This design comes from an exercise in tuning for small area and a short achievable clock period on the open sky130 flow, not from production work. The RTL was checked by simulation tests, not by an equivalence proof against the original design. No activity file was given, so power comes from the tool's default toggle rates.

==> onyx: inputs <==
// wallace_mul
module wallace_mul (
	input  logic                  clk,
	input  logic                  rst_n,
	input  logic                  in_valid,
	input  logic [31:0]           a,
	input  logic [31:0]           b,
	output logic [63:0]           product,
	output logic                  out_valid
);
	logic one1;
	logic two2;
	logic one3;
	logic two4;
	logic one5;
	logic two6;
	logic one7;
	logic two8;
	logic one9;
	logic two10;
	logic one11;
	logic two12;
	logic one13;
	logic two14;
	logic one15;
	logic two16;
	logic one17;
	logic two18;
	logic one19;
	logic two20;
	logic one21;
	logic two22;
	logic one23;
	logic two24;
	logic one25;
	logic two26;
	logic one27;
	logic two28;
	logic one29;
	logic two30;
	logic one31;
	logic two32;
	logic pp33;
	logic pp34;
	logic pp35;
	logic pp36;
	logic pp37;
	logic pp38;
	logic pp39;
	logic pp40;
	logic pp41;
	logic pp42;
	logic pp43;
	logic pp44;
	logic pp45;
	logic pp46;
	logic pp47;
	logic pp48;
	logic pp49;
	logic pp50;
	logic pp51;
	logic pp52;
	logic pp53;
	logic pp54;
	logic pp55;
	logic pp56;
	logic pp57;
	logic pp58;
	logic pp59;
	logic pp60;
	logic pp61;
	logic pp62;
	logic pp63;
	logic pp64;
	logic pp65;
	logic ns66;
  ...
export LEC_CHECK = 0
export ABC_AREA = 1
export CAP_MARGIN = 20
export CORE_MARGIN = 2
export CORE_UTILIZATION = 40
export CTS_BUF_LIST = sky130_fd_sc_hd__clkbuf_8
export SETUP_SLACK_MARGIN = 1.1
export SLEW_MARGIN = 20
create_clock -name core_clock -period 3.5 [get_ports {clk}]
standard.sh (not shown) runs the stock make flow with config.mk's settings and CLKGATE_MAP_FILE= SYNTH_SCRIPT=/design/flow/synth_recipe.tcl, a recipe that flattens the netlist after the stock synthesis.
==> flow/flow/run.sh <==
#!/bin/bash
# Standard layout with three changes:
# - if flow/abc.script exists, synthesis maps with it instead of ORFS's ABC script
#   (a copy of ORFS's scripts folder with only that file replaced; ABC maps the
#   combinational logic only, so registers and their names are the standard ones);
# - between synthesis and floorplan, fapol.py removes the inverters Yosys leaves
#   around its full-adder cells (a full adder is self-dual, so it can work on
#   complemented nets instead);
# - the port buffers are a plain buffer cell (PORT_BUF), not the delay cell
#   buffer_ports picks by default.
set -euo pipefail
W=$PWD
PORT_BUF=$(cat $W/flow/port_buf.txt 2>/dev/null || echo sky130_fd_sc_hd__buf_4)
export BUFFER_PORTS_ARGS="-buffer_cell $PORT_BUF"
if [[ -f $W/flow/abc.script ]]; then
  rm -rf $W/scripts_local
  cp -r $FLOW_HOME/scripts $W/scripts_local
  cp $W/flow/abc.script $W/scripts_local/abc_speed.script
  cp $W/flow/abc.script $W/scripts_local/abc_area.script
  export SCRIPTS_DIR=$W/scripts_local
fi
R=$W/orfs/results/$FLOW_PLATFORM/wallace_mul/base
bash standard.sh $R/1_2_yosys.v > $W/synth.log 2>&1
cp $R/1_2_yosys.v $W/1_2_yosys.std.v
python3 $W/flow/fapol.py $W/1_2_yosys.std.v $R/1_2_yosys.v > $W/fapol.log 2>&1
bash standard.sh > $W/layout.log 2>&1
Other scripts of this flow, unchanged in this note and not shown: flow/flow/fapol.py, flow/flow/port_buf.txt
==> inputs of zinc, as changes to onyx <==
CORE_UTILIZATION = 55   (was 40)
SETUP_SLACK_MARGIN = 1.15   (was 1.1)
==> inputs of pepper, as changes to onyx <==
==> flow/flow/abc.script (new file) <==
strash
dch
map -B 0.9
topo
stime -c
upsize -c
dnsize -c
ABC_AREA = unset   (was 1)
==> inputs of maple, as changes to onyx <==
SETUP_SLACK_MARGIN = 1.25   (was 1.1)
TNS_END_PERCENT = 5   (was unset)
==> run_results.csv <==
group,metric,value,unit
run_status,run_status,"finished clean",
synth,syn_nets,4552,
drt,routed-wl-met2,57190,um
drt,drt-total-wl,131700,um
drt,drt_iter0_drc,3044,
grt,globalRouteMet3Util,0.07908,
die,coreArea,0.09015,sq mm
pwr,power.density,1135,mW/mm^2
cells_and_area,clkbuf_count,114,
pwr,p_int,0.02559,W
die,fp.dieW,306.0,um
clock_network,path_clk_slew,60,ps
pwr,power_switching_share,0.4874,
worst_setup_path,timing.critical_path.buf_inv,2,
pwr,power.share.combinational,0.666,
worst_setup_path,family_with_the_most_delay_on_the_worst_path,"adder cells",
worst_setup_path,critical_path.most_common_cell,"nand2_1",
grt,wire_length_of_the_first_global_routing_pass,188700,um
drt,detail_route.vias_per_cell,5.499,
worst_setup_path,ff2ff_setup_slack,1160,ps
worst_setup_path,worst-r2r-cell-count,11,
# the run above: maple

==> run_results.csv <==
group,metric,value,unit
run_status,run_status,"finished clean",
worst_setup_path,family_with_the_most_delay_on_the_worst_path,"buffers and inverters",
die,coreArea,0.09015,sq mm
worst_setup_path,ff2ff_setup_slack,1130,ps
drt,drt-total-wl,128600,um
pwr,power.density,1093,mW/mm^2
worst_setup_path,worst-r2r-cell-count,4,
pwr,p_int,0.02415,W
grt,globalRouteMet3Util,0.08647,
grt,wire_length_of_the_first_global_routing_pass,189400,um
clock_network,path_clk_slew,60,ps
# the run above: onyx

==> run_results.csv <==
group,metric,value,unit
worst_setup_path,timing.critical_path.buf_inv,0,
worst_setup_path,ff2ff_setup_slack,1060,ps
clock_network,path_clk_slew,60,ps
grt,globalRouteMet3Util,0.08563,
run_status,run_status,"finished clean",
synth,syn_nets,4296,
drt,drt_iter0_drc,3106,
pwr,p_int,0.02445,W
pwr,power_switching_share,0.4886,
worst_setup_path,family_with_the_most_delay_on_the_worst_path,"adder cells",
pwr,power.share.combinational,0.655,
drt,detail_route.vias_per_cell,5.439,
pwr,power.density,1089,mW/mm^2
worst_setup_path,critical_path.most_common_cell,"fa_1",
die,coreArea,0.08689,sq mm
# the run above: pepper

==> run_results.csv <==
group,metric,value,unit
synth,syn_nets,4552,
worst_setup_path,worst-r2r-cell-count,4,
worst_setup_path,critical_path.most_common_cell,"fa_2",
die,coreArea,0.06575,sq mm
cells_and_area,clkbuf_count,114,
pwr,power.density,1155,mW/mm^2
drt,detail_route.vias_per_cell,5.968,
worst_setup_path,family_with_the_most_delay_on_the_worst_path,"adder cells",
grt,wire_length_of_the_first_global_routing_pass,193000,um
run_status,run_status,"finished clean",
pwr,p_int,0.02589,W
drt,drt_iter0_drc,3103,
worst_setup_path,timing.critical_path.buf_inv,3,
die,fp.dieW,261.6,um
grt,globalRouteMet3Util,0.1179,
# the run above: zinc

==> static timing again, ports no longer ideal <==
The results above use ideal ports. As a check the final layouts listed here were re-extracted and re-timed, cells and wires unchanged. Step 1: set_driving_cell puts a clkbuf_16 on clk and a buf_2 on each other input, an assumption about the parent block. Step 2 times the ports against the registers' clock, not the clock port: input delays grow and output delays shrink by t, the midpoint of the rising clock arrivals with the driver on. Slacks: no drivers / after step 1 / after step 2; pairs: no drivers / after step 1.
run | t, ns | slack for setup (ns) | hold slack, ns | pins driven straight from the clock port
onyx | 0.776 | 1.122 / 1.081 / 0.305 | 0.101 / 0.061 / 0.326 | 1
zinc | 0.770 | 1.107 / 1.122 / 0.352 | 0.105 / 0.065 / 0.320 | 1
pepper | 0.778 | 1.062 / 1.062 / 0.293 | 0.121 / 0.071 / 0.324 | 1
maple | 0.791 | 1.158 / 1.158 / 0.390 | 0.086 / 0.048 / 0.323 | 1
After both steps setup and hold are still met in every run listed. For onyx, which loses most, drivers alone change the setup slack by -0.041 ns; drivers and shift together by -0.817 ns.
